This is an optimization exercise on Yosys and OpenROAD, whose aim is small area, a short achievable clock period and few clock cycles, not a production implementation.
At most, simulation tests tie the RTL to the original design; equivalence was not proved.
For runs 1 to 4, only the layout was checked, not whether the RTL still works.
Power and IR drop assume default switching activity.

==> design/flow/design.v <==
package fmap_pkg;
    localparam int PIXEL_W    = 16;
    localparam int MAP_W      = 16;
    localparam int SEG_PIXELS = 16;   
    localparam int MEM_ADDR_W = 32;
    localparam int MEM_DATA_W = 32;
    localparam int PX_ADDR_W  = 20;
    localparam int LEN_W      = 4;    
    typedef logic [PIXEL_W-1:0]    pixel_t;
    typedef logic [MEM_DATA_W-1:0] mem_word_t;
    typedef logic [MEM_ADDR_W-1:0] mem_addr_t;
    typedef logic [PX_ADDR_W-1:0]  px_addr_t;
    typedef logic [MAP_W-1:0]      sparsity_map_t;
    typedef logic [4:0] pop_count_t;
    typedef logic [8:0] dim_t;
    typedef logic [9:0] fmap_cnt_t;
endpackage
`timescale 1ns/100ps
module sparse_fmap_loader (
    input  logic                         clk,
    input  logic                         rst_n,
    input  logic                         start,
    input  fmap_pkg::mem_addr_t          cfg_read_addr,
    input  fmap_pkg::dim_t               cfg_width,
    input  fmap_pkg::dim_t               cfg_height,
    input  fmap_pkg::fmap_cnt_t          cfg_num_fmap,
    output logic                         mem_req,
    output fmap_pkg::mem_addr_t          mem_addr,
    output logic [fmap_pkg::LEN_W-1:0]   mem_len,
    input  logic                         mem_grant,
    input  fmap_pkg::mem_word_t          mem_din,
    input  logic                         mem_vld,
    input  logic                         mem_fin,
    output logic                         px_req,
    input  logic                         px_grant,
    output fmap_pkg::px_addr_t           px_addr,
    output logic                         px_wr_vld,
    output fmap_pkg::pixel_t             px_dout,
    output logic                         track_write,
    output fmap_pkg::px_addr_t           track_din,
    output logic                         busy,
    output logic                         done
);
    logic [4:0] cseg_m1;    
    logic [9:0] cfm_m1;     
    logic [4:0] fcol;       
    logic [9:0] ffm;        
    logic [8:0] frow;       
    logic       f_last_row;
    logic       f_last_frame;
    assign f_last_row   = (fcol == 5'd0) && (ffm == 10'd0);
    assign f_last_frame = f_last_row && (frow == 9'd0);
    typedef enum logic [2:0] {I_IDLE, I_MAP, I_MWAIT, I_PIX, I_SLOT} istate_t;
    istate_t istate;
    logic    accept;
    logic    map_acc;
    logic    map_in;     
    logic    map_zero;   
    logic        n_valid;    
    logic        n_have;     
    logic        n_wv;       
    logic        n_ready;    
    logic        n_lr;       
    logic        n_lf;       
    logic [15:0] n_map;
    logic [4:0]  n_w;
    logic [3:0]  n_len;
    logic        ret_pix;
    logic [31:0] wbuf [8];
    logic [7:0]  wq;         
    logic [7:0]  pq;         
    logic        hq;         
    logic [7:0]  pq_rot;
    logic        step_bit;
    logic        step_en;
    logic [11:0] nib;        
    logic        map_in_q;
    logic [3:0]  freec;
    logic        wr;
    logic        adv;
    typedef enum logic [1:0] {B_EMPTY, B_REQ, B_BURST} bstate_t;
    bstate_t     bstate;
    logic        bursting;
    logic [15:0] b_map;      
    logic        b_lr;
    logic        b_lf;
    logic [3:0]  beat;
    logic        half;       
    logic [4:0]  zleft;      
    logic        bit_set;
    logic        bit_d;
    logic        last_beat;  
    logic        b_load;
    logic        move;
    logic        half_n;
    logic        can_pix;
    logic [15:0] seg_cnt;    
    logic [15:0] px_d;
    function automatic logic [2:0] ones4(input logic [3:0] n);
        ones4 = 3'(n[0]) + 3'(n[1]) + 3'(n[2]) + 3'(n[3]);
    endfunction
    assign n_len     = 4'((n_w + 5'd1) >> 1);
    assign accept    = mem_req && mem_grant;
    assign map_in    = mem_vld && !ret_pix;
    assign map_zero  = (mem_din[31:16] == 16'h0000);
    assign map_acc   = accept && (istate == I_MAP);
    assign wr        = mem_vld && ret_pix;
    assign bursting  = (bstate == B_BURST);
    assign bit_set   = b_map[15];
    assign b_load    = (bstate == B_EMPTY) || last_beat;
    assign move      = (n_ready || (wr && mem_fin)) && ((bstate == B_EMPTY) || last_beat);
    assign half_n = bit_set ? ~half : half;
    assign adv    = bursting && ((bit_set && half) || (last_beat && half_n));
    assign bit_d  = bursting ? b_map[14] : b_map[15];
    assign pq_rot = {pq[6:0], pq[7]};
    assign step_en  = bursting || ((bstate == B_REQ) && px_grant);
    assign step_bit = bursting ? b_map[14] : b_map[15];
    assign can_pix = ({1'b0, n_len} <= freec) ||
                     (bursting && ({1'b0, zleft} + {2'b00, n_len} <= {1'b0, freec, half} + 6'd2));
    always_comb begin
        px_d = 16'h0000;
        for (int i = 0; i < 8; i++) begin
            px_d = px_d | ({16{bit_d && pq[i] && !hq}} & wbuf[i][15:0])
                        | ({16{bit_d && pq[i] &&  hq}} & wbuf[i][31:16]);
        end
    end
    assign px_wr_vld = bursting;
    assign px_addr   = {seg_cnt, 4'b0000};
    assign track_din = {seg_cnt, 4'b0000};
    always_ff @(posedge clk) begin
        for (int i = 0; i < 8; i++) begin
            if (wr && wq[i]) wbuf[i] <= mem_din;
        end
        px_dout <= px_d;
        nib     <= {ones4(mem_din[31:28]), ones4(mem_din[27:24]),
                    ones4(mem_din[23:20]), ones4(mem_din[19:16])};
        if (map_in_q) n_w <= 5'({2'b00, nib[11:9]} + {2'b00, nib[8:6]}) +
                             5'({2'b00, nib[5:3]}  + {2'b00, nib[2:0]});
    end
    always_ff @(posedge clk) begin
        if (start) begin
            cseg_m1 <= 5'((cfg_width - 9'd1) >> 4);
            cfm_m1  <= cfg_num_fmap - 10'd1;
        end
        if (start) begin
            fcol <= 5'((cfg_width - 9'd1) >> 4);
            ffm  <= cfg_num_fmap - 10'd1;
            frow <= cfg_height - 9'd1;
        end else if (map_acc) begin
            if (fcol != 5'd0) begin
                fcol <= fcol - 5'd1;
            end else begin
                fcol <= cseg_m1;
                if (ffm != 10'd0) begin
                    ffm <= ffm - 10'd1;
                end else begin
                    ffm  <= cfm_m1;
                    frow <= frow - 9'd1;
                end
            end
        end
        if (map_acc) begin
            n_lr <= f_last_row;
            n_lf <= f_last_frame;
        end
    end
    always_ff @(posedge clk or negedge rst_n) begin
        if (!rst_n) begin
            istate  <= I_IDLE;
            mem_req <= 1'b0;
        end else begin
            case (istate)
                I_IDLE: if (start) begin
                    mem_req <= 1'b1;
                    istate  <= I_MAP;
                end
                I_MAP: if (mem_grant) begin
                    mem_req <= 1'b0;
                    istate  <= I_MWAIT;
                end
                I_MWAIT: if (n_ready) begin
                    istate <= n_lf ? I_IDLE : I_SLOT;
                end else if (n_wv && can_pix) begin
                    mem_req <= 1'b1;
                    istate  <= I_PIX;
                end
                I_PIX: if (mem_grant) begin
                    mem_req <= 1'b0;
                    istate  <= n_lf ? I_IDLE : I_SLOT;
                end
                I_SLOT: if (!n_valid || move) begin
                    mem_req <= 1'b1;
                    istate  <= I_MAP;
                end
                default: istate <= I_IDLE;
            endcase
        end
    end
    always_ff @(posedge clk) begin
        if (start && (istate == I_IDLE)) begin
            mem_addr <= cfg_read_addr;
        end else if (accept) begin
            mem_addr <= mem_addr + {26'd0, mem_len, 2'b00};
        end
        if (istate == I_MWAIT) mem_len <= n_len;
        else if (istate != I_PIX) mem_len <= 4'd1;
    end
    always_ff @(posedge clk or negedge rst_n) begin
        if (!rst_n) begin
            n_valid <= 1'b0;
            n_have  <= 1'b0;
            n_wv    <= 1'b0;
            n_ready <= 1'b0;
            ret_pix <= 1'b0;
            map_in_q <= 1'b0;
        end else begin
            map_in_q <= map_in;
            n_wv     <= (map_in_q || n_wv) && !move;
            if (map_acc) n_valid <= 1'b1;
            if (mem_vld) begin
                if (!ret_pix) begin
                    n_have  <= 1'b1;
                    n_ready <= map_zero;
                    ret_pix <= !map_zero;
                end else if (mem_fin) begin
                    n_ready <= 1'b1;
                    ret_pix <= 1'b0;
                end
            end
            if (move) begin
                n_valid <= 1'b0;
                n_have  <= 1'b0;
                n_ready <= 1'b0;
            end
        end
    end
    always_ff @(posedge clk) begin
        if (map_in) n_map <= mem_din[31:16];
    end
    always_ff @(posedge clk or negedge rst_n) begin
        if (!rst_n) begin
            wq    <= 8'd1;
            pq    <= 8'd1;
            hq    <= 1'b0;
            half  <= 1'b0;
            freec <= 4'd8;
        end else begin
            if (wr) wq <= {wq[6:0], wq[7]};
            if (last_beat) begin
                if (hq) pq <= pq_rot;
                hq <= 1'b0;
            end else if (step_en && step_bit) begin
                if (hq) pq <= pq_rot;
                hq <= !hq;
            end
            if (bursting) half <= half_n && !last_beat;
            freec <= freec - 4'(wr) + 4'(adv);
        end
    end
    always_ff @(posedge clk) begin
        if (start) seg_cnt <= '0;
        else if (last_beat) seg_cnt <= seg_cnt + 16'd1;
        if (b_load) zleft <= 5'd16 - n_w;
        else if (bursting && !bit_set) zleft <= zleft - 5'd1;
        if (b_load) begin
            b_map <= n_map;
            b_lr  <= n_lr;
            b_lf  <= n_lf;
        end else if (bursting) begin
            b_map <= {b_map[14:0], 1'b1};
        end
    end
    always_ff @(posedge clk or negedge rst_n) begin
        if (!rst_n) begin
            bstate      <= B_EMPTY;
            px_req      <= 1'b0;
            beat        <= '0;
            last_beat   <= 1'b0;
            track_write <= 1'b0;
            done        <= 1'b0;
            busy        <= 1'b0;
        end else begin
            track_write <= last_beat && b_lr;
            done        <= last_beat && b_lf;
            if (start) busy <= 1'b1;
            else if (done) busy <= 1'b0;
            if (bursting) beat <= beat + 4'd1;
            last_beat <= bursting && (beat == 4'd14);
            case (bstate)
                B_REQ: if (px_grant) begin
                    px_req <= 1'b0;
                    bstate <= B_BURST;
                end
                B_BURST: if (last_beat) bstate <= B_EMPTY;
                default: ;
            endcase
            if (move) begin
                bstate <= B_REQ;
                px_req <= 1'b1;
            end
        end
    end
endmodule
==> design/flow/run.sh <==
#!/bin/bash
# synth_recipe.tcl (not shown) runs the flow's synth.tcl, then flattens the netlist and writes it again
# the make line also repeats each setting of config.mk as NAME=value (left out here)
make -C /OpenROAD-flow-scripts/flow DESIGN_CONFIG=/design/flow/config.mk WORK_HOME=/design/flow/orfs CLKGATE_MAP_FILE= SYNTH_SCRIPT=/design/flow/synth_recipe.tcl finish
==> design/flow/config.mk <==
export PLATFORM = sky130hd
export DESIGN_NAME = sparse_fmap_loader
export DESIGN_NICKNAME = sparse_fmap_loader
export VERILOG_FILES = /design/flow/design.v
export SDC_FILE = /design/flow/constraint.sdc
export NUM_CORES = 4
export LEC_CHECK = 0
export CAP_MARGIN = 20
export CORE_MARGIN = 2
export CORE_UTILIZATION = 40
export SETUP_SLACK_MARGIN = 2.5
export SLEW_MARGIN = 20
==> design/flow/constraint.sdc <==
create_clock -name core_clock -period 5.5 [get_ports {clk}]
set_input_delay 1.1000 -clock core_clock [delete_from_list [all_inputs] [get_ports {clk}]]
set_output_delay 1.1000 -clock core_clock [all_outputs]
set_load 0.01 [all_outputs]
==> run summary, run 1 <==
Nets -> 1787
max-cap viol count -> 0
VDD IR-drop max -> 0.2234 mV
post-DR vias/cell -> 5.380
measured slew at the worst slew-check pin -> 1.083 ns
dpl hpwl -> 30730 um
Area contributors post-synth -> edfxtp_1 (58%), dfrtp_1 (5.0%), dfxtp_1 (4.5%)
clock network power share -> 0.310
worst hold path depth -> 0
Crit-path slowest cell -> edfxtp_1
kind of critical path -> flop to flop
Net Sw Frac -> 0.2999
post-route clock period utilization -> 0.5499
Placer Congestion -> 0.8167
diode count -> 0
final hold slack -> 0.4311 ns
via count -> 12520
Critical Path Stages -> 14
Critical Path RT -> 5.96 ns
Seq pwr share -> 0.442
CP Capture Type -> flop
die span in y -> 225.7 um
I/O pin total -> 197
Post-synth EDFFs -> 377
CP max FO -> 4
Logic pwr share -> 0.248
count leader, synth -> edfxtp_1
Internal -> 0.007520 W
clock tree buffer depth -> 3
crit-path leading delay family -> compound AO/OA/AOI/OAI gates
Setup Skew -> 0.03286 ns
Tmin final -> 3.025 ns
count of final setup violators -> 0
H-tree levels -> 2
Highest Clock Rate -> 330.6 MHz
area grow syn2layout -> 22.67%
total power -> 0.01074 W
register bit total from synthesis -> 463
CTS tree -> done
Max stage delay on crit path -> 0.44 ns
Total Routing Usage GR -> 0.1946
initial antenna violation count -> 1
startpoint types -> flop
clock buffers created by TritonCTS -> 48
I/O Buffers -> 188
Filler cells -> 4201
post-route setup TNS -> 0 ns
Ys Warns -> 2
GR Overflow Total -> 0
r2r worst-path depth -> 14
Critical Path AT -> 3.49 ns
leading area contributor after synthesis -> edfxtp_1
Synth Instances -> 1415
Core Footprint -> 0.04875 sq mm
status -> no timing/DRC/antenna violations
vias in the first global route -> 12330
Hold-fix buffers, CTS -> 0
slew margin rel. -> 0.2754
type of the tightest min-delay check -> flop to flop
Clock Latency Late Sink -> 0.60 ns
clock sinks -> 463
Initial DRC Count -> 1104
DR pass1 iterations -> 5
crit path buf inv count -> 0
worst path cell trace -> ha_2, xor2_2, ha_1, a21o_1, a21oi_2, nor2b_1, o21a_1, ha_4, and4_4, o21ai_2, a32oi_2, o211ai_1, a211oi_2, nor2_1
Fin. Hold Viols -> 0
CTS Root Cell -> clkbuf_16
Post-synth top cells -> edfxtp_1 (377), nand2_1 (136), inv_1 (69)
largest net degree at the start of global routing -> 75
ys async rst share -> 0.09071
Rows -> 81
die width -> 225.7 um
Netlist cell types -> 71
Yosys top cell area share -> 0.5758
Switching Power -> 0.003221 W
Pins Over Slew Limit -> 0
pwr/cell area -> 445.3 mW/mm^2
share of cells above drive strength 1 -> 0.1017
leakage -> 8.675 nW
Final ANT Viol Nets -> 0
drc violations -> 0
clock transition at the registers of the reported paths -> 0.06 ns
first-pass GRT wire length -> 74790 um
Avg Inst Size Synth -> 13.89 sq um
RSZ-0062 raised after global routing -> yes
Synth Flop Type -> edfxtp_1
routed len/inst -> 21.31 um
Die ar. -> 0.05094 sq mm
total wire length -> 49560 um
Starting Density -> 0.4033
Cell Area, Synth -> 0.01966 sq mm
sequential area share after synthesis -> 0.6742
## layout by cell type (no fill, tap or decap), types with 44 or more instances in the layout
master and count:
o21ai_0 55, edfxtp_1 377, ha_1 49, nand2_1 136, clkbuf_16 48, nor2_1 64, clkdlybuf4s50_1 185, dfxtp_1 44
a221oi_1 57, inv_1 68
## power by group through the flow
stage               clock (W)  sequential, W  combinational, W
floorplan                   0        0.00471           0.00160
global placement            0        0.00479           0.00240
detailed placement          0        0.00481           0.00246
CTS                   0.00340        0.00474           0.00261
global route          0.00352        0.00480           0.00300
finish                0.00333        0.00475           0.00266
## metal layers
layer	track usage	vias up	wire, um
met5	0	-	13
met4	0.05319	2	1072
met3	0.03461	80	3167
met2	0.3168	432	23320
met1	0.2687	6279	21990
li1	-	5722	-
## cell families after synthesis
family          after synthesis  share of synthesized area
flops                       463                     0.6742
simple gates                369                    0.09571
compound gates              261                    0.09743
buf+inv                     148                    0.03525
xor+xnor                     85                    0.03786
fa+ha+maj                    66                    0.04696
mux                          22                    0.01235
other cells                   1                  0.0001907
## metrics by stage
stage	std cells	setup slack [ns]	util	area [sq um]
finish	2326	2.475	0.4948	24120
global route	2326	2.291	0.4948	24120
CTS	2324	2.411	0.4937	24070
detailed placement	2224	2.074	0.4573	22290
global placement	2222	2.152	0.4568	22270
floorplan	1422	2.537	-	19700
## registers in the layout, indices dropped and copies added, names as in the netlist, 3 cells and up
signal / cells
cseg_m1: 5
freec: 4
pq: 8
beat: 4
mem_addr: 32
frow: 9
fcol: 5
ffm: 10
seg_cnt: 16
zleft: 5
wbuf: 256
n_w: 5
n_map: 16
istate: 3
b_map: 16
nib: 12
px_dout: 16
mem_len: 4
cfm_m1: 10
wq: 8
## path summary, 6_finish.rpt
kind / from / endpoint / slack (ns)
hold reg to reg: n_lr / b_lr / 0.43
min in group asynchronous: rst_n / px_req / 0.50
setup reg to reg: n_w[1] / istate[0] / 2.48
hold / removal: n_lr / b_lr / 0.43
setup / recovery: n_w[1] / istate[0] / 2.48
max in group asynchronous: rst_n / wq[0] / 4.59
## repair_timing
action	CTS	global route
buffers inserted	10	2
endpoints found under the setup margin	14	14
pin swaps	8	14
gates resized for setup	12	8
## area by class of cell
cell class | count | area [sq um] | area share
tap | 664 | 830.8 | 0.03445
clock inverter | 17 | 265.3 | 0.01100
sequential | 463 | 13260 | 0.5496
multi-input combinational | 811 | 5951 | 0.2467
clock buffer | 73 | 1365 | 0.05660
timing repair buffer | 225 | 2175 | 0.09016
inverter | 73 | 276.5 | 0.01146
==> inputs of run 2 (changes only) <==
--- a/design/flow/design.v
+++ b/design/flow/design.v
@@ -47,12 +47,16 @@
     logic [9:0] ffm;        
     logic [8:0] frow;       
+    logic       fcol_z;     
+    logic       ffm_z;      
+    logic       frow_z;     
     logic       f_last_row;
     logic       f_last_frame;
-    assign f_last_row   = (fcol == 5'd0) && (ffm == 10'd0);
-    assign f_last_frame = f_last_row && (frow == 9'd0);
+    assign f_last_row   = fcol_z && ffm_z;
+    assign f_last_frame = f_last_row && frow_z;
     typedef enum logic [2:0] {I_IDLE, I_MAP, I_MWAIT, I_PIX, I_SLOT} istate_t;
     istate_t istate;
     logic    accept;
     logic    map_acc;
+    logic    a_carry;    
     logic    map_in;     
     logic    map_zero;   
@@ -72,14 +76,14 @@
     logic        hq;         
     logic [7:0]  pq_rot;
-    logic        step_bit;
     logic        step_en;
     logic [11:0] nib;        
+    logic [4:0]  nib_sum;    
+    logic [3:0]  len_q;      
     logic        map_in_q;
     logic [3:0]  freec;
     logic        wr;
     logic        adv;
-    typedef enum logic [1:0] {B_EMPTY, B_REQ, B_BURST} bstate_t;
-    bstate_t     bstate;
-    logic        bursting;
+    logic        bursting;   
+    logic        b_empty;
     logic [15:0] b_map;      
     logic        b_lr;
@@ -89,5 +93,5 @@
     logic [4:0]  zleft;      
     logic        bit_set;
-    logic        bit_d;
+    logic        bit_d;      
     logic        last_beat;  
     logic        b_load;
@@ -100,5 +104,7 @@
         ones4 = 3'(n[0]) + 3'(n[1]) + 3'(n[2]) + 3'(n[3]);
     endfunction
-    assign n_len     = 4'((n_w + 5'd1) >> 1);
+    assign nib_sum   = 5'({2'b00, nib[11:9]} + {2'b00, nib[8:6]}) +
+                       5'({2'b00, nib[5:3]}  + {2'b00, nib[2:0]});
+    assign len_q     = 4'((nib_sum + 5'd1) >> 1);
     assign accept    = mem_req && mem_grant;
     assign map_in    = mem_vld && !ret_pix;
@@ -106,14 +112,12 @@
     assign map_acc   = accept && (istate == I_MAP);
     assign wr        = mem_vld && ret_pix;
-    assign bursting  = (bstate == B_BURST);
+    assign b_empty   = !bursting && !px_req;
     assign bit_set   = b_map[15];
-    assign b_load    = (bstate == B_EMPTY) || last_beat;
-    assign move      = (n_ready || (wr && mem_fin)) && ((bstate == B_EMPTY) || last_beat);
+    assign b_load    = b_empty || last_beat;
+    assign move      = (n_ready || (wr && mem_fin)) && b_load;
     assign half_n = bit_set ? ~half : half;
     assign adv    = bursting && ((bit_set && half) || (last_beat && half_n));
-    assign bit_d  = bursting ? b_map[14] : b_map[15];
     assign pq_rot = {pq[6:0], pq[7]};
-    assign step_en  = bursting || ((bstate == B_REQ) && px_grant);
-    assign step_bit = bursting ? b_map[14] : b_map[15];
+    assign step_en  = bursting || (px_req && px_grant);
     assign can_pix = ({1'b0, n_len} <= freec) ||
                      (bursting && ({1'b0, zleft} + {2'b00, n_len} <= {1'b0, freec, half} + 6'd2));
@@ -135,6 +139,8 @@
         nib     <= {ones4(mem_din[31:28]), ones4(mem_din[27:24]),
                     ones4(mem_din[23:20]), ones4(mem_din[19:16])};
-        if (map_in_q) n_w <= 5'({2'b00, nib[11:9]} + {2'b00, nib[8:6]}) +
-                             5'({2'b00, nib[5:3]}  + {2'b00, nib[2:0]});
+        if (map_in_q) begin
+            n_w   <= nib_sum;
+            n_len <= len_q;
+        end
     end
     always_ff @(posedge clk) begin
@@ -144,17 +150,25 @@
         end
         if (start) begin
-            fcol <= 5'((cfg_width - 9'd1) >> 4);
-            ffm  <= cfg_num_fmap - 10'd1;
-            frow <= cfg_height - 9'd1;
+            fcol   <= 5'((cfg_width - 9'd1) >> 4);
+            ffm    <= cfg_num_fmap - 10'd1;
+            frow   <= cfg_height - 9'd1;
+            fcol_z <= (cfg_width <= 9'd16);
+            ffm_z  <= (cfg_num_fmap == 10'd1);
+            frow_z <= (cfg_height == 9'd1);
         end else if (map_acc) begin
-            if (fcol != 5'd0) begin
-                fcol <= fcol - 5'd1;
+            if (!fcol_z) begin
+                fcol   <= fcol - 5'd1;
+                fcol_z <= (fcol == 5'd1);
             end else begin
-                fcol <= cseg_m1;
-                if (ffm != 10'd0) begin
-                    ffm <= ffm - 10'd1;
+                fcol   <= cseg_m1;
+                fcol_z <= (cseg_m1 == 5'd0);
+                if (!ffm_z) begin
+                    ffm   <= ffm - 10'd1;
+                    ffm_z <= (ffm == 10'd1);
                 end else begin
-                    ffm  <= cfm_m1;
-                    frow <= frow - 9'd1;
+                    ffm    <= cfm_m1;
+                    ffm_z  <= (cfm_m1 == 10'd0);
+                    frow   <= frow - 9'd1;
+                    frow_z <= (frow == 9'd1);
                 end
             end
@@ -181,5 +195,5 @@
                 I_MWAIT: if (n_ready) begin
                     istate <= n_lf ? I_IDLE : I_SLOT;
-                end else if (n_wv && can_pix) begin
+                end else if ((map_in_q && (freec == 4'd8)) || (n_wv && can_pix)) begin
                     mem_req <= 1'b1;
                     istate  <= I_PIX;
@@ -200,8 +214,11 @@
         if (start && (istate == I_IDLE)) begin
             mem_addr <= cfg_read_addr;
-        end else if (accept) begin
-            mem_addr <= mem_addr + {26'd0, mem_len, 2'b00};
+            a_carry  <= 1'b0;
+        end else begin
+            if (accept) {a_carry, mem_addr[7:2]} <= {1'b0, mem_addr[7:2]} + {3'b000, mem_len};
+            else a_carry <= 1'b0;
+            if (a_carry) mem_addr[31:8] <= mem_addr[31:8] + 24'd1;
         end
-        if (istate == I_MWAIT) mem_len <= n_len;
+        if (istate == I_MWAIT) mem_len <= map_in_q ? len_q : n_len;
         else if (istate != I_PIX) mem_len <= 4'd1;
     end
@@ -250,5 +267,5 @@
                 if (hq) pq <= pq_rot;
                 hq <= 1'b0;
-            end else if (step_en && step_bit) begin
+            end else if (step_en && bit_d) begin
                 if (hq) pq <= pq_rot;
                 hq <= !hq;
@@ -263,4 +280,7 @@
         if (b_load) zleft <= 5'd16 - n_w;
         else if (bursting && !bit_set) zleft <= zleft - 5'd1;
+        if (b_load) bit_d <= n_map[15];
+        else if (px_req) bit_d <= px_grant ? b_map[14] : b_map[15];
+        else bit_d <= b_map[13];
         if (b_load) begin
             b_map <= n_map;
@@ -273,5 +293,5 @@
     always_ff @(posedge clk or negedge rst_n) begin
         if (!rst_n) begin
-            bstate      <= B_EMPTY;
+            bursting    <= 1'b0;
             px_req      <= 1'b0;
             beat        <= '0;
@@ -287,16 +307,10 @@
             if (bursting) beat <= beat + 4'd1;
             last_beat <= bursting && (beat == 4'd14);
-            case (bstate)
-                B_REQ: if (px_grant) begin
-                    px_req <= 1'b0;
-                    bstate <= B_BURST;
-                end
-                B_BURST: if (last_beat) bstate <= B_EMPTY;
-                default: ;
-            endcase
-            if (move) begin
-                bstate <= B_REQ;
-                px_req <= 1'b1;
+            if (px_req && px_grant) begin
+                px_req   <= 1'b0;
+                bursting <= 1'b1;
             end
+            if (last_beat) bursting <= 1'b0;
+            if (move) px_req <= 1'b1;
         end
     end
==> design/flow/flow/run.sh (new file) <==
#!/bin/bash
set -euo pipefail
echo 'export BUFFER_PORTS_ARGS = -buffer_cell sky130_fd_sc_hd__buf_1' >> config.mk
bash standard.sh > standard.log 2>&1
==> design/flow/standard.sh (new file) <==
#!/bin/bash
# synth_recipe.tcl (not shown) runs the flow's synth.tcl, then flattens the netlist and writes it again
# the make line also repeats each setting of config.mk as NAME=value (left out here)
make -C /OpenROAD-flow-scripts/flow DESIGN_CONFIG=/design/flow/config.mk WORK_HOME=/design/flow/orfs CLKGATE_MAP_FILE= SYNTH_SCRIPT=/design/flow/synth_recipe.tcl "${@:-finish}"
--- a/design/flow/config.mk
+++ b/design/flow/config.mk
@@ -9,4 +9,5 @@
 export CORE_MARGIN = 2
 export CORE_UTILIZATION = 40
-export SETUP_SLACK_MARGIN = 2.5
+export SETUP_SLACK_MARGIN = 3.0
 export SLEW_MARGIN = 20
+export BUFFER_PORTS_ARGS = -buffer_cell sky130_fd_sc_hd__buf_1
removed: design/flow/run.sh
==> run 2 against run 1 <==
Clock power fell by 2%. Critical path type unchanged. First-iteration DRC count fell by 18%. Wire length fell by 8.6%. Critical path depth fell by 6. Synthesized cell count rose by 2.7%. Via count fell by 1.8%. Flip-flop and latch count rose by 8. Combinational power fell by 5%. Register-to-register slack improved by 0.08 ns. Final cell count rose by 0.60%.
==> run summary, run 2 <==
VDD IR-drop max -> 0.2566 mV
Worst Hold Launch -> n_lr
total power -> 0.01059 W
sequential area share after synthesis -> 0.6700
Pins Over Slew Limit -> 0
post-route clock period utilization -> 0.5354
diode count -> 0
count of final setup violators -> 0
drc violations -> 0
CTS Root Cell -> clkbuf_16
DR pass1 iterations -> 6
Clock Latency Late Sink -> 0.61 ns
I/O pin total -> 197
most common cell after layout, fill and taps aside -> edfxtp_1
RSZ-0062 raised after global routing -> yes
Total Routing Usage GR -> 0.1725
commonest non-fill, non-tap cells in the layout -> edfxtp_1 (380), buf_1 (186), nand2_1 (92)
CP max FO -> 4
Highest Clock Rate -> 339.6 MHz
Critical Path RT -> 5.84 ns
Final ANT Viol Nets -> 0
Yosys top cell area share -> 0.5688
count leader, synth -> edfxtp_1
die width -> 228.0 um
Netlist cell types -> 63
FF-to-FF Start -> nib[7]
register bit total from synthesis -> 471
mux share of post-synthesis cell area -> 0.02482
ys async rst share -> 0.08705
Nets -> 1802
post-place instance area -> 0.02137 sq mm
measured slew at the worst slew-check pin -> 1.062 ns
Simple-Gate Fraction of Synth Area -> 0.08301
XOR/XNOR Fraction of Synth Area -> 0.04010
H-tree levels -> 2
clock transition at the registers of the reported paths -> 0.06 ns
type of the tightest min-delay check -> flop to flop
Initial DRC Count -> 910
post-route setup TNS -> 0 ns
final hold slack -> 0.4428 ns
Starting Density -> 0.4023
dpl hpwl -> 26930 um
Setup Skew -> 0.03631 ns
worst reg2reg endpoint -> mem_len[3]
die span in y -> 228.0 um
Area contributors post-synth -> edfxtp_1 (57%), dfxtp_1 (5.0%), dfrtp_1 (4.7%)
Synth Area in Compound Gates -> 0.09754
area grow syn2layout -> 15.23%
Largest Register -> wbuf
share of cells above drive strength 1 -> 0.1103
Reg2Reg Setup Slack -> 2.56 ns
slew margin rel. -> 0.2922
Post-synth EDFFs -> 380
clock tree buffer depth -> 3
routed len/inst -> 19.35 um
Synth Instances -> 1453
design area -> 0.02312 sq mm
Avg Inst Size Synth -> 13.81 sq um
Hold Crit Endpoint -> b_lr
Tmin final -> 2.945 ns
Cell Area, Synth -> 0.02006 sq mm
clock sinks -> 471
kind of critical path -> flop to flop
CTS tree -> done
total wire length -> 45280 um
clock buffers created by TritonCTS -> 48
Synth Flop Type -> edfxtp_1
largest net degree at the start of global routing -> 87
biggest regs -> wbuf: 256 flops, mem_addr: 32 flops
post-DR vias/cell -> 5.254
Die ar. -> 0.05196 sq mm
status -> no timing/DRC/antenna violations
startpoint types -> flop
CP Capture Type -> flop
Fin. Hold Viols -> 0
Ys Warns -> 2
Hold-fix buffers, CTS -> 0
Largest register FFs -> 256
Placer Congestion -> 0.7787
initial antenna violation count -> 2
Critical Path AT -> 3.29 ns
r2r worst-path depth -> 8
via count -> 12300
GR Overflow Total -> 0
Filler cells -> 4449
pwr/cell area -> 458.0 mW/mm^2
synthesized-area fraction occupied by adder cells -> 0.05102
Core Footprint -> 0.04986 sq mm
Post-synth top cells -> edfxtp_1 (380), nand2_1 (93), nor2_1 (67)
leading area contributor after synthesis -> edfxtp_1
leakage -> 8.068 nW
main combinational cell family by area after synthesis -> compound AO/OA/AOI/OAI gates
worst hold path depth -> 0
vias in the first global route -> 12320
max-cap viol count -> 0
first-pass GRT wire length -> 70320 um
Rows -> 82
I/O Buffers -> 188
==> run 2: changes by cell type after synthesis, sizes merged, moves of 19 or more <==
cell    previous run  this run
a221oi            58        14
a222oi             0        19
a22o              35         8
a22oi             10        65
a32o              20         0
clkbuf            33        55
mux2               8        38
nand2            137        93
==> run 2: cell families (layout without fill, tap and decap cells) <==
| logic type | count (synthesis) | after routing |
|---|---|---|
| multiplexers | 45 | 45 |
| other | 1 | 8 |
| adder cells (fa/ha/maj) | 74 | 74 |
| XOR/XNOR | 91 | 91 |
| flip-flops | 471 | 471 |
| buffers and inverters | 154 | 362 |
| AO/OA/AOI/OAI | 289 | 289 |
| AND/OR/NAND/NOR | 328 | 328 |
==> run 2: critical path, cell delays in order (launching register included) <==
cell and delay, ns:
dfxtp_2 0.32, fa_1 0.56, fa_1 0.42, ha_2 0.20
fa_2 0.57, nand3_1 0.09, xnor2_1 0.14, mux2_4 0.26
and2_1 0.13
==> run 2: metrics by stage <==
step                        util  instances  worst slack [ns]
after floorplan                -       1460             2.651
after CTS                 0.4629       2338             2.549
after detailed placement  0.4285       2243             2.483
final                     0.4636       2340             2.555
after global routing      0.4636       2340             2.445
after global placement    0.4285       2243             2.523
==> run 2: power breakdown <==
group / total [W] / internal, W / switching (W)
Sequential: 0.00480 / 0.00440 / 0.000403
Combinational: 0.00253 / 0.00115 / 0.00138
Clock: 0.00326 / 0.00185 / 0.00140
Total: 0.0106 / 0.00740 / 0.00319
==> run 2: what timing repair did <==
action | CTS | global route
pin swaps | 2 | 12
endpoints found under the setup margin | 10 | 9
setup buffers | 6 | 2
resized for setup | 20 | 7
==> run 2: cell type report <==
class | instances | area (sq um) | area share
Sequential cell | 471 | 13450 | 0.5820
Multi-Input combinational cell | 835 | 6130 | 0.2652
Clock buffer | 68 | 1336 | 0.05780
Timing Repair Buffer | 207 | 854.6 | 0.03697
Tap cell | 672 | 840.8 | 0.03637
Clock inverter | 21 | 254.0 | 0.01099
Inverter | 66 | 247.7 | 0.01072
==> run 2: worst max path at each step <==
stage	from	to	slack, ns
global placement	mem_vld	wbuf[2][12]	2.52
floorplan	nib[7]	mem_len[2]	2.65
finish	nib[7]	mem_len[3]	2.56
detailed placement	mem_vld	wbuf[7][12]	2.48
global route	nib[7]	mem_len[3]	2.45
CTS	nib[7]	mem_len[3]	2.55
==> run 2: layer usage <==
metal / global-route usage / routed length [um] / vias up
met2: 0.2935 / 22080 / 358
met1: 0.2264 / 19590 / 6071
li1: - / - / 5801
met3: 0.03588 / 2860 / 61
met4: 0.04126 / 717 / 4
met5: 0 / 26 / -
==> inputs of run 3 (changes only) <==
--- a/design/flow/config.mk
+++ b/design/flow/config.mk
@@ -9,5 +9,5 @@
 export CORE_MARGIN = 2
 export CORE_UTILIZATION = 40
-export SETUP_SLACK_MARGIN = 3.0
+export SETUP_SLACK_MARGIN = 2.7
 export SLEW_MARGIN = 20
 export BUFFER_PORTS_ARGS = -buffer_cell sky130_fd_sc_hd__buf_1
==> run 3 against run 2 <==
Clock skew rose by 0.0028 ns. Non-clock buffer count decreased by 2. Wire length shrank 0.35%. Critical path type unchanged.
==> run summary, run 3 <==
CTS tree -> done
I/O pin total -> 197
leading area contributor after synthesis -> edfxtp_1
Post-synth top cells -> edfxtp_1 (380), nand2_1 (93), nor2_1 (67)
Clock Latency Late Sink -> 0.62 ns
Initial DRC Count -> 930
routed len/inst -> 19.27 um
Area contributors post-synth -> edfxtp_1 (57%), dfxtp_1 (5.0%), dfrtp_1 (4.7%)
register bit total from synthesis -> 471
clock tree buffer depth -> 3
Largest Register -> wbuf
Final WS setup -> 2.554 ns
Tmin final -> 2.946 ns
clock buffers created by TritonCTS -> 49
Core Footprint -> 0.04986 sq mm
count leader, synth -> edfxtp_1
via count -> 12240
first-pass GRT wire length -> 69970 um
dpl hpwl -> 27220 um
Post-synth EDFFs -> 380
pre-CTS WS -> 2.483 ns
Synth Flop Type -> edfxtp_1
Setup Skew -> 0.03906 ns
Yosys top cell area share -> 0.5688
Nets -> 1801
kind of critical path -> flop to flop
GR Overflow Total -> 0
initial antenna violation count -> 2
Pins Over Slew Limit -> 0
share of cells above drive strength 1 -> 0.1055
Ys Warns -> 2
Synth Instances -> 1453
Die ar. -> 0.05196 sq mm
post-route setup TNS -> 0 ns
Critical Path RT -> 5.83 ns
leakage -> 8.103 nW
Placer Congestion -> 0.7802
Starting Density -> 0.4023
final std cells w/o fill -> 2341
pwr/cell area -> 455.6 mW/mm^2
CP Capture Type -> flop
largest net degree at the start of global routing -> 87
drc violations -> 0
I/O Buffers -> 188
measured slew at the worst slew-check pin -> 1.048 ns
diode count -> 0
Crit-path slowest cell -> fa_2
biggest regs -> wbuf: 256 flops, mem_addr: 32 flops
vias in the first global route -> 12140
clock transition at the registers of the reported paths -> 0.06 ns
die span in y -> 228.0 um
post-DR vias/cell -> 5.229
CP most frequent cell -> fa_1
VDD IR-drop max -> 0.2340 mV
total power -> 0.01054 W
ys async rst share -> 0.08705
status -> no timing/DRC/antenna violations
startpoint types -> flop
Rows -> 82
Max stage delay on crit path -> 0.58 ns
Cell Area, Synth -> 0.02006 sq mm
worst path cell trace -> fa_1, fa_1, ha_2, fa_2, nand3_2, xnor2_1, mux2_2, and2_1
die width -> 228.0 um
Critical Path AT -> 3.28 ns
sequential area share after synthesis -> 0.6700
RSZ-0062 raised after global routing -> yes
area grow syn2layout -> 15.34%
H-tree levels -> 2
Largest register FFs -> 256
clock sinks -> 471
post-route clock period utilization -> 0.5356
max-cap viol count -> 0
type of the tightest min-delay check -> flop to flop
Fin. Hold Viols -> 0
Total Routing Usage GR -> 0.1717
most common cell after layout, fill and taps aside -> edfxtp_1
CP max FO -> 4
Final ANT Viol Nets -> 0
count of final setup violators -> 0
Avg Inst Size Synth -> 13.81 sq um
commonest non-fill, non-tap cells in the layout -> edfxtp_1 (380), buf_1 (186), nand2_1 (93)
slew margin rel. -> 0.3013
CTS Root Cell -> clkbuf_16
total wire length -> 45120 um
Highest Clock Rate -> 339.5 MHz
placed cells -> 2244
Netlist cell types -> 63
Hold-fix buffers, CTS -> 0
DR pass1 iterations -> 7
## run 3: cell types whose count changed in the layout (fill, tap and decap cells not counted), moves of 3 or more
cell	previous run	this run
bufinv_16	3	6
clkbuf_1	14	8
o21ai_0	61	64
o21ai_1	5	2
a21oi_1	43	47
clkinvlp_4	2	5
inv_1	62	66
a21oi_2	5	1
inv_2	4	0
## run 3: report_power, final
part	switching, W	leakage [nW]	internal (W)
sequential	0.000410	4.42	0.00440
clock	0.00142	0.818	0.00201
combinational	0.00128	2.87	0.00102
total	0.00311	8.10	0.00743
## run 3: layout make-up
type / instances / area [sq um]
repair buffers: 205 / 848.3
clock inverters: 30 / 375.4
multi-input cells: 835 / 6050
well taps: 672 / 840.8
fillers: 4498 / 26720
flip-flops and latches: 471 / 13450
clock buffers: 62 / 1325
inverters: 66 / 247.7
## run 3: logic make-up after synthesis
logic type	Yosys count	synth area share
AO/OA/AOI/OAI	289	0.09754
XOR/XNOR	91	0.04010
adder cells (fa/ha/maj)	74	0.05102
buffers and inverters	154	0.03330
flip-flops	471	0.6700
multiplexers	45	0.02482
other	1	0.0001869
AND/OR/NAND/NOR	328	0.08301
## run 3: path summary, 6_finish.rpt
kind | from | slack [ns] | to | depth (start not counted)
setup / recovery | nib[7] | 2.55 | mem_len[2] | 8
hold / removal | n_lr | 0.43 | b_lr | 0
setup reg to reg | nib[7] | 2.55 | mem_len[2] | 8
hold reg to reg | n_lr | 0.43 | b_lr | 0
max in group asynchronous | rst_n | 4.52 | pq[5] | 2
min in group asynchronous | rst_n | 0.58 | mem_req | 2
## run 3: repair_timing
action	4_1_cts	5_1_grt
gates resized for setup	2	8
setup buffers	1	3
endpoints found under the setup margin	2	5
endpoints found under the hold margin	0	0
pin swaps	1	3
## run 3: worst max-delay path, delay by kind of cell (launching register included)
family                   cells  cell delay [ns]
adder cells (fa/ha/maj)      4             1.75
XOR/XNOR                     1             0.12
multiplexers                 1             0.27
flip-flops                   1             0.32
AND/OR/NAND/NOR              2             0.22
## run 3: routing by layer
layer / global-route usage / share of wire / vias to the layer above
met5: 0 / 0.00062 / -
met4: 0.05086 / 0.018 / 4
met3: 0.03113 / 0.057 / 52
met2: 0.2887 / 0.49 / 347
met1: 0.2278 / 0.44 / 6061
li1: - / - / 5776
## run 3: through the flow
stage | utilization | area [sq um] | hold slack (ns)
2_1_floorplan | - | 20110 | 0.4003
3_3_place_gp | 0.4282 | 21350 | 0.4289
3_5_place_dp | 0.4282 | 21350 | 0.4288
4_1_cts | 0.4627 | 23070 | 0.4437
5_1_grt | 0.4641 | 23140 | 0.4663
6_report | 0.4641 | 23140 | 0.4337
==> inputs of run 4 (changes only) <==
--- a/design/flow/design.v
+++ b/design/flow/design.v
@@ -77,6 +77,9 @@
     logic [7:0]  pq_rot;
     logic        step_en;
-    logic [11:0] nib;        
+    logic [3:0]  pc_hi;      
+    logic [3:0]  pc_lo;
     logic [4:0]  nib_sum;    
+    logic        c2_q;       
+    logic        n_wv_q;
     logic [3:0]  len_q;      
     logic        map_in_q;
@@ -104,6 +107,8 @@
         ones4 = 3'(n[0]) + 3'(n[1]) + 3'(n[2]) + 3'(n[3]);
     endfunction
-    assign nib_sum   = 5'({2'b00, nib[11:9]} + {2'b00, nib[8:6]}) +
-                       5'({2'b00, nib[5:3]}  + {2'b00, nib[2:0]});
+    function automatic logic [3:0] ones8(input logic [7:0] n);
+        ones8 = 4'(ones4(n[7:4])) + 4'(ones4(n[3:0]));
+    endfunction
+    assign nib_sum   = 5'(pc_hi) + 5'(pc_lo);
     assign len_q     = 4'((nib_sum + 5'd1) >> 1);
     assign accept    = mem_req && mem_grant;
@@ -120,6 +125,5 @@
     assign pq_rot = {pq[6:0], pq[7]};
     assign step_en  = bursting || (px_req && px_grant);
-    assign can_pix = ({1'b0, n_len} <= freec) ||
-                     (bursting && ({1'b0, zleft} + {2'b00, n_len} <= {1'b0, freec, half} + 6'd2));
+    assign can_pix = ({1'b0, n_len} <= freec) || (bursting && c2_q && n_wv_q);
     always_comb begin
         px_d = 16'h0000;
@@ -137,6 +141,7 @@
         end
         px_dout <= px_d;
-        nib     <= {ones4(mem_din[31:28]), ones4(mem_din[27:24]),
-                    ones4(mem_din[23:20]), ones4(mem_din[19:16])};
+        pc_hi   <= ones8(mem_din[31:24]);
+        pc_lo   <= ones8(mem_din[23:16]);
+        c2_q    <= ({1'b0, zleft} + {2'b00, n_len} <= {1'b0, freec, half} + 6'd3);
         if (map_in_q) begin
             n_w   <= nib_sum;
@@ -231,7 +236,9 @@
             ret_pix <= 1'b0;
             map_in_q <= 1'b0;
+            n_wv_q   <= 1'b0;
         end else begin
             map_in_q <= map_in;
             n_wv     <= (map_in_q || n_wv) && !move;
+            n_wv_q   <= n_wv && !move;
             if (map_acc) n_valid <= 1'b1;
             if (mem_vld) begin
@@ -272,5 +279,6 @@
             end
             if (bursting) half <= half_n && !last_beat;
-            freec <= freec - 4'(wr) + 4'(adv);
+            if (wr && !adv) freec <= freec - 4'd1;
+            else if (adv && !wr) freec <= freec + 4'd1;
         end
     end
--- a/design/flow/config.mk
+++ b/design/flow/config.mk
@@ -9,5 +9,5 @@
 export CORE_MARGIN = 2
 export CORE_UTILIZATION = 40
-export SETUP_SLACK_MARGIN = 2.7
+export SETUP_SLACK_MARGIN = 3.0
 export SLEW_MARGIN = 20
 export BUFFER_PORTS_ARGS = -buffer_cell sky130_fd_sc_hd__buf_1
==> run 4 against run 3 <==
Sequential share of layout area fell by 0.26 points. Setup slack got worse by 0.082 ns. Area after synthesis rose by 0.46%. Power decreased by 0.75%. Design area increased by 0.17%. Maximum frequency shrank 2.7%. Via count increased by 1.4%. Largest power group unchanged.
==> run summary, run 4 <==
Initial DRC Count -> 970
Area contributors post-synth -> edfxtp_1 (57%), dfrtp_1 (4.8%), dfxtp_1 (4.7%)
Tmin final -> 3.028 ns
Largest register FFs -> 256
Critical Path RT -> 5.97 ns
Synth Instances -> 1457
post-route clock period utilization -> 0.5505
CTS tree -> done
Yosys top cell area share -> 0.5662
CTS Root Cell -> clkbuf_16
Highest Clock Rate -> 330.3 MHz
FF/Latch Area -> 0.01342 sq mm
Pins Over Slew Limit -> 0
Worst Hold Launch -> n_lr
leakage -> 8.155 nW
startpoint types -> input port
count of final setup violators -> 0
Post-synth top cells -> edfxtp_1 (380), nand2_1 (95), nor2_1 (66)
count leader, synth -> edfxtp_1
Starting Density -> 0.4033
CP Capture Type -> flop
CP max FO -> 2
Clock Latency Late Sink -> 0.59 ns
clock tree buffer depth -> 3
drc violations -> 0
clock buffers created by TritonCTS -> 51
die span in y -> 228.5 um
biggest regs -> wbuf: 256 flops, mem_addr: 32 flops
initial antenna violation count -> 1
Hold-fix buffers, CTS -> 0
first-pass GRT wire length -> 72750 um
slew margin rel. -> 0.2373
register bit total from synthesis -> 469
ys async rst share -> 0.08955
met3 Resource Use GR -> 0.02757
Crit-path slowest cell -> fa_1
pwr/cell area -> 451.5 mW/mm^2
via count -> 12410
routed len/inst -> 19.85 um
clock transition at the registers of the reported paths -> 0.06 ns
RSZ-0062 raised after global routing -> yes
Final ANT Viol Nets -> 0
post-DR vias/cell -> 5.282
Largest Register -> wbuf
Netlist cell types -> 70
most common cell after layout, fill and taps aside -> edfxtp_1
dpl hpwl -> 27360 um
total wire length -> 46640 um
utilization after layout -> 0.4639
commonest non-fill, non-tap cells in the layout -> edfxtp_1 (380), buf_1 (180), nand2_1 (94)
Max stage delay on crit path -> 0.52 ns
GR Overflow Total -> 0
Post-synth EDFFs -> 380
worst reg2reg endpoint -> mem_len[3]
M1 GR Usage -> 0.2433
Total Routing Usage GR -> 0.1776
die width -> 228.5 um
met2 Track Usage GR -> 0.2910
kind of critical path -> input port to flop
CP most frequent cell -> fa_1
Filler cells -> 4501
largest net degree at the start of global routing -> 66
FF-to-FF Start -> pc_hi[0]
Multi-input gate area -> 0.006177 sq mm
Setup Skew -> 0.01707 ns
status -> no timing/DRC/antenna violations
Rows -> 82
type of the tightest min-delay check -> flop to flop
last element of the critical path -> pc_lo[2]
gr busiest metal -> met2
I/O Buffers -> 188
Core Footprint -> 0.04997 sq mm
measured slew at the worst slew-check pin -> 1.144 ns
Die ar. -> 0.05219 sq mm
VDD IR-drop max -> 0.1999 mV
clock sinks -> 469
I/O pin total -> 197
Reg2Reg Setup Slack -> 3.08 ns
DR pass1 iterations -> 5
leading area contributor after synthesis -> edfxtp_1
Ys Warns -> 2
area grow syn2layout -> 15.02%
Cell Area, Synth -> 0.02015 sq mm
r2r worst-path depth -> 8
worst path cell trace -> buf_6, buf_6, fa_1, inv_2, fa_1, fa_1, inv_2, ha_4, fa_2, xor2_1
Placer Congestion -> 0.8037
Avg Inst Size Synth -> 13.83 sq um
share of cells above drive strength 1 -> 0.1169
vias in the first global route -> 12620
CP Launch Point -> mem_din[17]
H-tree levels -> 2
Nets -> 1797
Fin. Hold Viols -> 0
post-route setup TNS -> 0 ns
max-cap viol count -> 0
Critical Path AT -> 3.50 ns
Synth Flop Type -> edfxtp_1
sequential area share after synthesis -> 0.6652
[run 4: cell types whose count changed in the layout (fill, tap and decap cells not counted), sizes merged, moves of 5 or more]
cell,before,now
xor2,48,55
a21oi,48,32
a31oi,14,8
nor4,14,19
nand4,23,33
nand3,35,40
nor2b,7,16
o211a,0,5
ha,61,52
clkinv,18,23
[run 4: logic make-up (layout without fill, tap and decap cells)]
family,Yosys count,count (layout),synth area share
adder cells (fa/ha/maj),64,64,0.04420
flip-flops,469,469,0.6652
AND/OR/NAND/NOR,344,344,0.08841
multiplexers,47,47,0.02564
AO/OA/AOI/OAI,279,279,0.09809
buffers and inverters,151,363,0.03390
other,1,9,0.0001861
XOR/XNOR,102,102,0.04433
[run 4: final cells by class]
| cell class | count | share of cell area |
|---|---|---|
| clock buffer | 64 | 0.05932 |
| tap | 672 | 0.03627 |
| timing repair buffer | 205 | 0.03832 |
| multi-input combinational | 844 | 0.2665 |
| sequential | 469 | 0.5788 |
| inverter | 63 | 0.01020 |
| antenna | 1 | 0.0001080 |
| clock inverter | 31 | 0.01047 |
[run 4: critical path: cells and delay by family]
kind	cells	cell delay, ns
xor+xnor	1	0.14
buf+inv	4	0.30
fa+ha+maj	5	1.95
[run 4: timing repair]
item	in CTS	in global routing
gates resized for setup	14	13
pin swaps	4	3
setup buffers	3	2
endpoints found under the setup margin	39	63
[run 4: power breakdown]
| group | switching, W | internal (W) |
|---|---|---|
| sequential | 0.000447 | 0.00440 |
| combinational | 0.00128 | 0.00102 |
| clock | 0.00140 | 0.00191 |
[run 4: routing by layer]
layer  up-vias  part of all wire
met3        68             0.059
met2       338              0.47
met1      6168              0.45
met5         -                 0
met4         0             0.021
li1       5834                 -
[run 4: through the flow]
step           hold WS [ns]  cell area, sq um  power (W)  worst slack (ns)  std cells
5_1_grt              0.4259             23180    0.01105             2.410       2348
2_1_floorplan        0.4003             20240   0.006490             2.133       1464
3_5_place_dp         0.4208             21440   0.007215             1.649       2248
3_3_place_gp         0.4046             21440   0.007126             1.701       2248
4_1_cts              0.4211             23110    0.01057             2.482       2346
6_report             0.4181             23180    0.01046             2.472       2349
[run 4: worst min-delay path by stage]
stage / to / slack, ns / cells past startpoint
after floorplan: b_lr / 0.40 / 0
after global placement: b_lr / 0.40 / 0
after detailed placement: b_lr / 0.42 / 0
after CTS: b_lr / 0.42 / 0
after global routing: b_lr / 0.43 / 0
final: b_lr / 0.42 / 0
==> inputs of run 5 (changes only) <==
--- a/design/flow/design.v
+++ b/design/flow/design.v
@@ -77,6 +77,8 @@
     logic [7:0]  pq_rot;
     logic        step_en;
+    logic [11:0] nib;        
     logic [3:0]  pc_hi;      
     logic [3:0]  pc_lo;
+    logic        map_in_q2;
     logic [4:0]  nib_sum;    
     logic        c2_q;       
@@ -107,7 +109,4 @@
         ones4 = 3'(n[0]) + 3'(n[1]) + 3'(n[2]) + 3'(n[3]);
     endfunction
-    function automatic logic [3:0] ones8(input logic [7:0] n);
-        ones8 = 4'(ones4(n[7:4])) + 4'(ones4(n[3:0]));
-    endfunction
     assign nib_sum   = 5'(pc_hi) + 5'(pc_lo);
     assign len_q     = 4'((nib_sum + 5'd1) >> 1);
@@ -141,8 +140,10 @@
         end
         px_dout <= px_d;
-        pc_hi   <= ones8(mem_din[31:24]);
-        pc_lo   <= ones8(mem_din[23:16]);
+        nib     <= {ones4(mem_din[31:28]), ones4(mem_din[27:24]),
+                    ones4(mem_din[23:20]), ones4(mem_din[19:16])};
+        pc_hi   <= 4'(nib[11:9]) + 4'(nib[8:6]);
+        pc_lo   <= 4'(nib[5:3]) + 4'(nib[2:0]);
         c2_q    <= ({1'b0, zleft} + {2'b00, n_len} <= {1'b0, freec, half} + 6'd3);
-        if (map_in_q) begin
+        if (map_in_q2) begin
             n_w   <= nib_sum;
             n_len <= len_q;
@@ -200,5 +201,5 @@
                 I_MWAIT: if (n_ready) begin
                     istate <= n_lf ? I_IDLE : I_SLOT;
-                end else if ((map_in_q && (freec == 4'd8)) || (n_wv && can_pix)) begin
+                end else if ((map_in_q2 && (freec == 4'd8)) || (n_wv && can_pix)) begin
                     mem_req <= 1'b1;
                     istate  <= I_PIX;
@@ -225,5 +226,5 @@
             if (a_carry) mem_addr[31:8] <= mem_addr[31:8] + 24'd1;
         end
-        if (istate == I_MWAIT) mem_len <= map_in_q ? len_q : n_len;
+        if (istate == I_MWAIT) mem_len <= map_in_q2 ? len_q : n_len;
         else if (istate != I_PIX) mem_len <= 4'd1;
     end
@@ -236,8 +237,10 @@
             ret_pix <= 1'b0;
             map_in_q <= 1'b0;
+            map_in_q2 <= 1'b0;
             n_wv_q   <= 1'b0;
         end else begin
-            map_in_q <= map_in;
-            n_wv     <= (map_in_q || n_wv) && !move;
+            map_in_q  <= map_in;
+            map_in_q2 <= map_in_q;
+            n_wv      <= ((map_in_q2 && n_have) || n_wv) && !move;
             n_wv_q   <= n_wv && !move;
             if (map_acc) n_valid <= 1'b1;
--- a/design/flow/config.mk
+++ b/design/flow/config.mk
@@ -8,5 +8,7 @@
 export CAP_MARGIN = 20
 export CORE_MARGIN = 2
-export CORE_UTILIZATION = 40
+export CORE_UTILIZATION = 60
+export CTS_CLUSTER_DIAMETER = 70
+export CTS_CLUSTER_SIZE = 30
 export SETUP_SLACK_MARGIN = 3.0
 export SLEW_MARGIN = 20
==> run 5 against run 4 <==
Critical path depth shrank 9. Largest power group unchanged. Core utilization is 21 points higher. Clock skew grew 0.0016 ns. Area after synthesis grew 1.9%.
==> run summary, run 5 <==
Starting Density -> 0.6108
share of cells above drive strength 1 -> 0.07240
placed cells -> 2078
Synth Flop Type -> edfxtp_1
first-pass GRT wire length -> 67710 um
area grow syn2layout -> 10.00%
crit path buf inv count -> 1
post-route clock period utilization -> 0.4444
pwr/cell area -> 435.9 mW/mm^2
Largest Register -> wbuf
Max stage delay on crit path -> 0.59 ns
final std cells w/o fill -> 2134
I/O pin total -> 197
Area contributors post-synth -> edfxtp_1 (56%), dfxtp_1 (5.8%), dfrtp_1 (5.0%)
Avg Inst Size Synth -> 13.58 sq um
startpoint types -> flop
CTS tree -> done
Final WS setup -> 3.056 ns
utilization after layout -> 0.6719
Rows -> 67
count of final setup violators -> 0
CP Capture Type -> output port
Pins Over Slew Limit -> 0
CTS Root Cell -> clkbuf_16
Crit-path slowest cell -> dfrtp_4
ys async rst share -> 0.09110
via count -> 12640
drc violations -> 0
sequential area share after synthesis -> 0.6671
Largest register FFs -> 256
Placer Congestion -> 0.8084
Ys Warns -> 2
Synth Instances -> 1512
RSZ-0062 raised after global routing -> no
initial antenna violation count -> 1
Post-synth EDFFs -> 380
H-tree levels -> 1
vias in the first global route -> 12200
max-cap viol count -> 0
post-place instance area -> 0.02151 sq mm
Cell Area, Synth -> 0.02053 sq mm
status -> no timing/DRC/antenna violations
Total Routing Usage GR -> 0.2436
Yosys top cell area share -> 0.5557
die span in y -> 189.0 um
Clock Latency Late Sink -> 0.59 ns
Final ANT Viol Nets -> 0
Initial DRC Count -> 898
Setup Skew -> 0.01870 ns
measured slew at the worst slew-check pin -> 1.034 ns
worst path cell trace -> buf_1
leading area contributor after synthesis -> edfxtp_1
Highest Clock Rate -> 409.1 MHz
biggest regs -> wbuf: 256 flops, mem_addr: 32 flops
total wire length -> 43710 um
CP max FO -> 15
largest net degree at the start of global routing -> 84
routed len/inst -> 20.48 um
clock transition at the registers of the reported paths -> 0.10 ns
slew margin rel. -> 0.3104
leakage -> 8.062 nW
count leader, synth -> edfxtp_1
clock buffers created by TritonCTS -> 29
Core Footprint -> 0.03362 sq mm
VDD IR-drop max -> 0.2605 mV
pre-CTS WS -> 2.460 ns
post-DR vias/cell -> 5.924
register bit total from synthesis -> 483
clock tree buffer depth -> 3
Hold-fix buffers, CTS -> 0
Reg2Reg Setup Slack -> 3.18 ns
Critical Path AT -> 1.34 ns
Nets -> 1833
kind of critical path -> flop to output port
DR pass1 iterations -> 7
design area -> 0.02259 sq mm
die width -> 189.0 um
Post-synth top cells -> edfxtp_1 (380), nand2_1 (107), nor2_1 (76)
Die ar. -> 0.03572 sq mm
commonest non-fill, non-tap cells in the layout -> edfxtp_1 (380), buf_1 (186), nand2_1 (106)
dpl hpwl -> 26200 um
Fin. Hold Viols -> 0
clock sinks -> 483
post-route setup TNS -> 0 ns
Tmin final -> 2.444 ns
GR Overflow Total -> 0
most common cell after layout, fill and taps aside -> edfxtp_1
Critical Path RT -> 4.40 ns
I/O Buffers -> 188
type of the tightest min-delay check -> flop to flop
crit-path leading delay family -> flip-flops
Netlist cell types -> 75
## run 5: kinds of logic (layout without fill, tap and decap cells)
logic type	Yosys count	count (layout)	share of synthesized area
adder cells (fa/ha/maj)	72	72	0.04753
AO/OA/AOI/OAI	299	299	0.1002
AND/OR/NAND/NOR	358	358	0.08805
XOR/XNOR	98	98	0.04217
buffers and inverters	164	330	0.03485
other	1	9	0.0001826
flip-flops	483	483	0.6671
multiplexers	37	37	0.01993
## run 5: layout make-up
type	count	area [sq um]
clock buffer	30	729.5
sequential	483	13710
antenna	1	2.502
tap	448	560.5
multi-input combinational	872	6170
inverter	75	284.0
clock inverter	24	329.1
timing repair buffer	201	805.8
fill	2486	11030
## run 5: final timing paths
kind	startpoint	endpoint	cells past startpoint
setup / recovery	bursting	px_wr_vld	1
hold / removal	map_in_q	map_in_q2	0
setup reg to reg	pc_hi[0]	mem_len[3]	7
hold reg to reg	map_in_q	map_in_q2	0
max in group asynchronous	rst_n	pq[4]	2
min in group asynchronous	rst_n	wq[2]	2
## run 5: what timing repair did
action / in CTS / in global routing
buffers inserted: 0 / 1
resized for setup: 2 / 4
endpoints found under the setup margin: 25 / 9
## run 5: worst reg2reg max path, cell delays in order (launching register included)
cell      delay (ns)
dfxtp_1         0.31
ha_1            0.22
fa_1            0.47
and3b_1         0.22
a311o_1         0.33
a211oi_1        0.24
a31oi_1         0.11
a21oi_1         0.25
## run 5: report_power, final
part | internal (W) | total, W | switching, W | leakage, nW
clock network | 0.00116 | 0.00248 | 0.00133 | 0.501
registers | 0.00452 | 0.00489 | 0.000371 | 4.54
logic | 0.00103 | 0.00247 | 0.00144 | 3.02
## run 5: stage by stage
step	total power [W]	hold WS (ns)
finish	0.009847	0.3602
global route	0.01040	0.3726
CTS	0.009904	0.3647
detailed placement	0.007432	0.3380
global placement	0.007347	0.3321
floorplan	0.006672	0.3312
## run 5: metal layers
| layer | vias up | global-route usage | wire [um] |
|---|---|---|---|
| li1 | 5912 | - | - |
| met1 | 6244 | 0.3455 | 19390 |
| met2 | 425 | 0.4132 | 21090 |
| met3 | 61 | 0.02817 | 2554 |
| met4 | 0 | 0.04627 | 680 |
| met5 | - | 0 | 0 |
Testbench counts of run 5, summed over its fixed seeds: cycles 40,856.
==> inputs of run 6 (changes only) <==
--- a/design/flow/config.mk
+++ b/design/flow/config.mk
@@ -9,6 +9,6 @@
 export CORE_MARGIN = 2
 export CORE_UTILIZATION = 60
-export CTS_CLUSTER_DIAMETER = 70
-export CTS_CLUSTER_SIZE = 30
+export CTS_CLUSTER_DIAMETER = 100
+export CTS_CLUSTER_SIZE = 25
 export SETUP_SLACK_MARGIN = 3.0
 export SLEW_MARGIN = 20
==> run 6 against run 5 <==
Critical path depth unchanged. Count of clock-buffer cells in the layout increased by 10. Hold slack improved by 0.0037 ns. Largest cell class unchanged. Core utilization decreased by 1.1 points. Critical endpoint unchanged. Power decreased by 5.8%. Still clean. Final cell count decreased by 0.61%. Largest power group unchanged. Sequential share of layout area increased by 1.0 points.
==> run summary, run 6 <==
status -> no timing/DRC/antenna violations
leading area contributor after synthesis -> edfxtp_1
Hold-fix buffers, CTS -> 0
Total Routing Usage GR -> 0.2430
Ys Warns -> 2
crit-path leading delay family -> flip-flops
first-pass GRT wire length -> 67530 um
Initial DRC Count -> 1055
Core Footprint -> 0.03362 sq mm
area grow syn2layout -> 8.141%
slew margin rel. -> 0.3108
r2r worst-path depth -> 7
clock sinks -> 483
max-cap viol count -> 0
Synth Area in Compound Gates -> 0.1002
Setup Skew -> 0.01594 ns
crit path buf inv count -> 1
Tmin final -> 2.435 ns
leakage -> 7.890 nW
VDD IR-drop max -> 0.2523 mV
worst hold path depth -> 0
die span in y -> 189.0 um
kind of critical path -> flop to output port
vias in the first global route -> 12100
count leader, synth -> edfxtp_1
Pins Over Slew Limit -> 0
type of the tightest min-delay check -> flop to flop
clock transition at the registers of the reported paths -> 0.09 ns
Rows -> 67
post-DR vias/cell -> 5.890
Nets -> 1827
XOR/XNOR Fraction of Synth Area -> 0.04217
Critical Path RT -> 4.40 ns
Synth Flop Type -> edfxtp_1
Largest Register -> wbuf
Post-synth top cells -> edfxtp_1 (380), nand2_1 (107), nor2_1 (76)
I/O Buffers -> 188
total power -> 0.009280 W
RSZ-0062 raised after global routing -> no
main combinational cell family by area after synthesis -> compound AO/OA/AOI/OAI gates
DR pass1 iterations -> 6
share of cells above drive strength 1 -> 0.05738
Yosys top cell area share -> 0.5557
mux share of post-synthesis cell area -> 0.01993
Avg Inst Size Synth -> 13.58 sq um
post-route setup TNS -> 0 ns
Placer Congestion -> 0.8084
post-place instance area -> 0.02151 sq mm
Starting Density -> 0.6108
Area contributors post-synth -> edfxtp_1 (56%), dfxtp_1 (5.8%), dfrtp_1 (5.0%)
Synth Instances -> 1512
sequential area share after synthesis -> 0.6671
drc violations -> 0
dpl hpwl -> 26200 um
CP Capture Type -> output port
worst reg2reg endpoint -> mem_len[3]
pwr/cell area -> 417.9 mW/mm^2
Worst Hold Launch -> map_in_q
CP max FO -> 15
post-route clock period utilization -> 0.4427
synthesized-area fraction occupied by adder cells -> 0.04753
startpoint types -> flop
Highest Clock Rate -> 410.7 MHz
Crit-path slowest cell -> dfrtp_2
worst path cell trace -> buf_1
largest net degree at the start of global routing -> 84
Clock Latency Late Sink -> 0.57 ns
Hold Crit Endpoint -> map_in_q2
Netlist cell types -> 75
I/O pin total -> 197
via count -> 12490
Die ar. -> 0.03572 sq mm
Final ANT Viol Nets -> 0
register bit total from synthesis -> 483
die width -> 189.0 um
Max stage delay on crit path -> 0.58 ns
Fin. Hold Viols -> 0
Largest register FFs -> 256
design area -> 0.02221 sq mm
Critical Path AT -> 1.33 ns
total wire length -> 43530 um
routed len/inst -> 20.52 um
commonest non-fill, non-tap cells in the layout -> edfxtp_1 (380), buf_1 (184), nand2_1 (106)
clock buffers created by TritonCTS -> 23
placed cells -> 2078
Cell Area, Synth -> 0.02053 sq mm
initial antenna violation count -> 0
ys async rst share -> 0.09110
Simple-Gate Fraction of Synth Area -> 0.08805
FF-to-FF Start -> pc_hi[0]
final std cells w/o fill -> 2121
Post-synth EDFFs -> 380
clock tree buffer depth -> 3
CTS Root Cell -> clkbuf_16
diode count -> 0
most common cell after layout, fill and taps aside -> edfxtp_1
H-tree levels -> 1
GR Overflow Total -> 0
Reg2Reg Setup Slack -> 3.17 ns
Filler cells -> 2517
final hold slack -> 0.3639 ns
CTS tree -> done
count of final setup violators -> 0
biggest regs -> wbuf: 256 flops, mem_addr: 32 flops
measured slew at the worst slew-check pin -> 1.034 ns
[run 6: cell counts after synthesis]
No cell type changed its count.
[run 6: layout make-up]
cell class,count,area (sq um),area share
Inverter,75,284.0,0.01279
Tap cell,448,560.5,0.02524
Multi-Input combinational cell,872,6170,0.2779
Sequential cell,483,13700,0.6171
Clock inverter,2,40.04,0.001803
Timing Repair Buffer,201,808.3,0.03640
Clock buffer,40,639.4,0.02879
[run 6: routing by layer]
metal | up-vias | GRT usage | share of wire
met4 | 0 | 0.04237 | 0.017
met1 | 6147 | 0.3473 | 0.44
met2 | 408 | 0.4141 | 0.48
met3 | 44 | 0.02410 | 0.060
li1 | 5893 | - | -
met5 | - | 0 | 0
[run 6: timing repair]
item                       CTS  global route
buffers inserted             0             1
resized for setup            2             5
setup endpoints to repair   25             8
[run 6: through the flow]
step	setup slack [ns]	utilization
finish	3.065	0.6606
floorplan	2.879	-
detailed placement	2.460	0.6397
global route	3.004	0.6606
CTS	3.039	0.6601
global placement	2.540	0.6397
[run 6: power breakdown]
group / switching (W) / internal (W)
Combinational: 0.00144 / 0.00103
Sequential: 0.000373 / 0.00452
Clock: 0.00110 / 0.000817
Total: 0.00291 / 0.00637
[run 6: worst max-delay path by stage]
stage	startpoint	to	slack (ns)	depth (start not counted)
floorplan	cfg_height[5]	frow[8]	2.88	5
global placement	start	mem_addr[20]	2.54	3
detailed placement	start	mem_addr[22]	2.46	3
CTS	bursting	px_wr_vld	3.04	1
global route	pc_hi[0]	mem_len[3]	3.00	7
finish	bursting	px_wr_vld	3.07	1
[run 6: cell families (layout without fill, tap and decap cells)]
kind of cell | count (synthesis) | in the layout
flops | 483 | 483
simple gates | 358 | 358
compound gates | 299 | 299
buf+inv | 164 | 318
xor+xnor | 98 | 98
fa+ha+maj | 72 | 72
mux | 37 | 37
other cells | 1 | 8

[separate check: timing with driven ports]
The results above use ideal ports. As a check the final layouts listed here were re-extracted and re-timed, cells and wires unchanged. Step 1, drivers: a clkbuf_16 drives clk and a buf_2 each remaining input, both assumed. Step 2 also shifts input and output timing later by t, the mid clock arrival at the registers, as if the neighbouring blocks saw the same clock. a / b / c = ideal / step 1 / step 2; a / b = the first two.
| run | t (ns) | slack for setup (ns) | cell pins on the clock port's net |
|---|---|---|---|
| run 1 | 0.639 | 2.475 / 2.475 / 1.990 | 1 |
| run 2 | 0.651 | 2.555 / 2.555 / 2.460 | 1 |
| run 3 | 0.655 | 2.554 / 2.554 / 2.445 | 1 |
| run 4 | 0.639 | 2.472 / 2.478 / 1.840 | 1 |
| run 5 | 0.633 | 3.056 / 3.001 / 2.519 | 1 |
| run 6 | 0.613 | 3.065 / 3.013 / 2.582 | 1 |
After both steps every run listed still meets setup and hold. For run 4, which loses most, drivers alone change the setup slack by +0.006 ns; drivers and shift together by -0.632 ns.
